From an optimization exercise on the open Yosys and OpenROAD flow, aimed at small area; shortcuts taken in it are not production practice. RTL that was checked went through simulation tests only; none was proved equivalent to the original. No activity file was given, so power comes from the tool's default toggle rates.

Setup of the reference run:
## io_fabric
module io_fabric (
  input  logic                          clk_i,
  input  logic                          reset_i,
  input  logic                          req_valid_i,
  input  logic [io_pkg::AddrWidth-1:0]  req_addr_i,
  input  logic                          req_wr_i,
  input  logic [io_pkg::DataWidth-1:0]  req_wdata_i,
  input  logic [6:1]                    irq_i,
  output logic                          rsp_valid_o,
  output logic [io_pkg::DataWidth-1:0]  rsp_rdata_o,
  output logic                          rsp_err_o,
  output logic [io_pkg::NumHarts-1:0]   msip_o,
  output logic [io_pkg::NumHarts-1:0]   mtip_o,
  output logic [io_pkg::NumHarts-1:0]   eip_o
);
For scale: about 1200 cells after synthesis, ~260 flip-flops, roughly 110 I/O pins, roughly 0.013 mm^2 of cells after synthesis.
export LEC_CHECK = 0
export CAP_MARGIN = 0
export CORE_MARGIN = 2
export CORE_UTILIZATION = 60
export CTS_BUF_LIST = sky130_fd_sc_hd__clkbuf_16
export CTS_CLUSTER_DIAMETER = 200
export CTS_CLUSTER_SIZE = 30
export GPL_TIMING_DRIVEN = 0
export PLACE_DENSITY = 0.75
export SLEW_MARGIN = 0
create_clock -name core_clock -period 4.0 [get_ports {clk_i}]
standard.sh (not shown) runs the stock make flow with config.mk's settings and CLKGATE_MAP_FILE= SYNTH_SCRIPT=/design/flow/synth_recipe.tcl, a recipe that flattens the netlist after the stock synthesis.
==> flow/flow/run.sh <==
#!/bin/bash
set -euo pipefail
export BUFFER_PORTS_ARGS="-buffer_cell sky130_fd_sc_hd__buf_1"
export CTS_ARGS="-sink_clustering_enable -repair_clock_nets -sink_clustering_size 30 -sink_clustering_max_diameter 200 -buf_list sky130_fd_sc_hd__clkbuf_16 -root_buf sky130_fd_sc_hd__clkbuf_4 -tree_buf sky130_fd_sc_hd__clkbuf_8 -sink_clustering_buffer sky130_fd_sc_hd__clkbuf_16 -dont_use_dummy_load"
export RECOVER_POWER=100
export POST_GLOBAL_ROUTE_TCL="$PWD/flow/post_grt.tcl"
bash standard.sh > standard.log 2>&1
==> flow/flow/post_grt.tcl <==
# Sourced by ORFS's global_route.tcl (POST_GLOBAL_ROUTE_TCL) after its power
# recovery. Power recovery downsizes gates on paths with positive slack and can
# leave a net over its max slew or capacitance, so repair the design (with a
# 10% margin below those limits) and the timing once more with global-route
# parasitics, then legalize and re-route
# the changed nets and rewrite the route guides, as global_route.tcl itself
# does after each of its repairs.
log_cmd estimate_parasitics -global_routing
log_cmd global_route -start_incremental
log_cmd repair_design -verbose -cap_margin 10 -slew_margin 10
repair_timing_helper
log_cmd detailed_placement
log_cmd global_route -end_incremental
log_cmd estimate_parasitics -global_routing
write_guides $::env(RESULTS_DIR)/route.guide
For the trial run, these inputs were changed with respect to the reference run:
--- a/flow/design.v
+++ b/flow/design.v
@@ -55,32 +55,29 @@
       end
     end
     mt_c = '0;
     for (int k = 0; k < 8; k++) begin
       mt_c[8*k] = byte_cin[k];
       for (int i = 8*k; i < 8*k + 8; i++) begin
         mt_inc[i]  = mt_q[i] ^ mt_c[i];
         mt_c[i+1]  = mt_q[i] & mt_c[i];
       end
     end
   end
-  logic [31:0] mt_load_d;
-  assign mt_load_d = req_wdata_i & ~{32{reset_i}};
-  always_ff @(posedge clk_i) begin
-    mt_q[31:0]  <= (twr_lo || reset_i) ? mt_load_d : mt_inc[31:0];
-    mt_q[63:32] <= (twr_hi || reset_i) ? mt_load_d : mt_inc[63:32];
-  end
-  always_ff @(posedge clk_i) begin
-    if (reset_i) begin
+  always_ff @(posedge clk_i) begin
+    if (reset_i) begin
+      mt_q    <= '0;
       presc_q <= '0;
     end else begin
+      mt_q[31:0]  <= twr_lo ? req_wdata_i : mt_inc[31:0];
+      mt_q[63:32] <= twr_hi ? req_wdata_i : mt_inc[63:32];
       presc_q <= (twr_lo || twr_hi) ? 2'd0 : presc_q + 2'd1;
     end
   end
   logic [3:0][31:0] cmpn_q;   
   logic [1:0]       msip_q;
   logic [1:0]       mtip_q;
   logic [31:0] cmp_load_d;
   logic [3:0]  cmp_load;
   assign cmp_load_d = ~(req_wdata_i | {32{reset_i}});
   always_comb begin
     for (int k = 0; k < 4; k++) begin
@@ -118,26 +115,26 @@
     for (int i = 0; i < 4; i++) begin
       g4[i] = g3[2*i+1] | p3[2*i+1] & g3[2*i];
       p4[i] = p3[2*i+1] & p3[2*i];
     end
     for (int i = 0; i < 2; i++) begin
       g5[i] = g4[2*i+1] | p4[2*i+1] & g4[2*i];
       p5[i] = p4[2*i+1] & p4[2*i];
     end
     ge = g5[1] | p5[1] & g5[0] | p5[1] & p5[0];
   endfunction
   always_ff @(posedge clk_i) begin
-    for (int h = 0; h < 2; h++) begin
-      if (reset_i || (wr && msip_hit && co[2] == h[0])) begin
-        msip_q[h] <= mt_load_d[0];
-      end
+    if (reset_i) begin
+      msip_q <= '0;
+    end else if (wr && msip_hit) begin
+      msip_q[co[2]] <= req_wdata_i[0];
     end
   end
   always_ff @(posedge clk_i) begin
     if (reset_i) begin
       mtip_q <= '0;
     end else begin
       mtip_q[0] <= ge(mt_q, {cmpn_q[1], cmpn_q[0]});
       mtip_q[1] <= ge(mt_q, {cmpn_q[3], cmpn_q[2]});
     end
   end
   logic [6:1]      pend_q, clm_q;
@@ -171,32 +168,28 @@
           clm_q[n]  <= 1'b1;
         end
       end else if (clm_q[n]) begin
         if (complete && req_wdata_i[2:0] == n[2:0]) begin
           clm_q[n] <= 1'b0;
         end
       end else begin
         pend_q[n] <= irq_i[n];
       end
     end
   end
-  logic [1:0] en_load;
-  always_comb begin
+  always_ff @(posedge clk_i) begin
     for (int c = 0; c < 2; c++) begin
-      en_load[c] = reset_i || (wr && en_hit && po[7] == c[0]);
-    end
-  end
-  always_ff @(posedge clk_i) begin
-    for (int c = 0; c < 2; c++) begin
-      if (en_load[c]) begin
-        en_q[c] <= mt_load_d[7:1];
+      if (reset_i) begin
+        en_q[c] <= '0;
+      end else if (wr && en_hit && po[7] == c[0]) begin
+        en_q[c] <= req_wdata_i[7:1];
       end
     end
   end
   always_ff @(posedge clk_i) begin
     if (reset_i) begin
       eip_q <= '0;
     end else begin
       eip_q[0] <= |(pend_q & en_q[0][6:1]);
       eip_q[1] <= |(pend_q & en_q[1][6:1]);
     end
   end
## What came out
The trial run went all the way through the flow, and no timing, DRC or antenna check failed. [compare] base=the reference run new=the trial run: synthesized cell area has increased; net switching power now smaller; detailed-router iteration count before antenna repair shrank by 3; portion of total power attributed to combinational logic went down by 6.0 points; fmax flat. Summary: wire length of the first global-routing pass, the trial run worse than the reference run. Summary of the trial run over the reference run: sequential share of layout area saw a decrease, number of stages on the worst setup path saw an increase, combinational power saw a decrease.
Only the layout flow was run in the reference run; the RTL was not checked for function there.

## port drivers added, routing unchanged
In the flow no input, the clock included, has a driving cell. The finished layouts below were timed again as built, in two steps. Step 1 sets driving cells, clkbuf_16 on the clock port and buf_2 on the other inputs (assumed; they add their load-dependent delay and slew). Step 2, shift: input delay + t, output delay - t, t = (earliest + latest rising clock arrival at the registers) / 2. This alone moves slack from input paths to output paths. Three values: ideal ports, drivers, drivers and shift; two values: the first two.
run | t, ns | setup slack, ns | worst register clock-pin slew, ns | worst data-port slew with drivers (ns)
the reference run | 0.693 | 0.087 / 0.103 / -0.590 | 0.12 / 0.12 | 0.06
the trial run | 0.678 | 0.098 / 0.119 / -0.559 | 0.12 / 0.12 | 0.05
With both steps, setup timing fails in the reference run and the trial run, where it was met with ideal ports. For the reference run, which loses most, drivers alone change the setup slack by +0.016 ns; drivers and shift together by -0.677 ns.
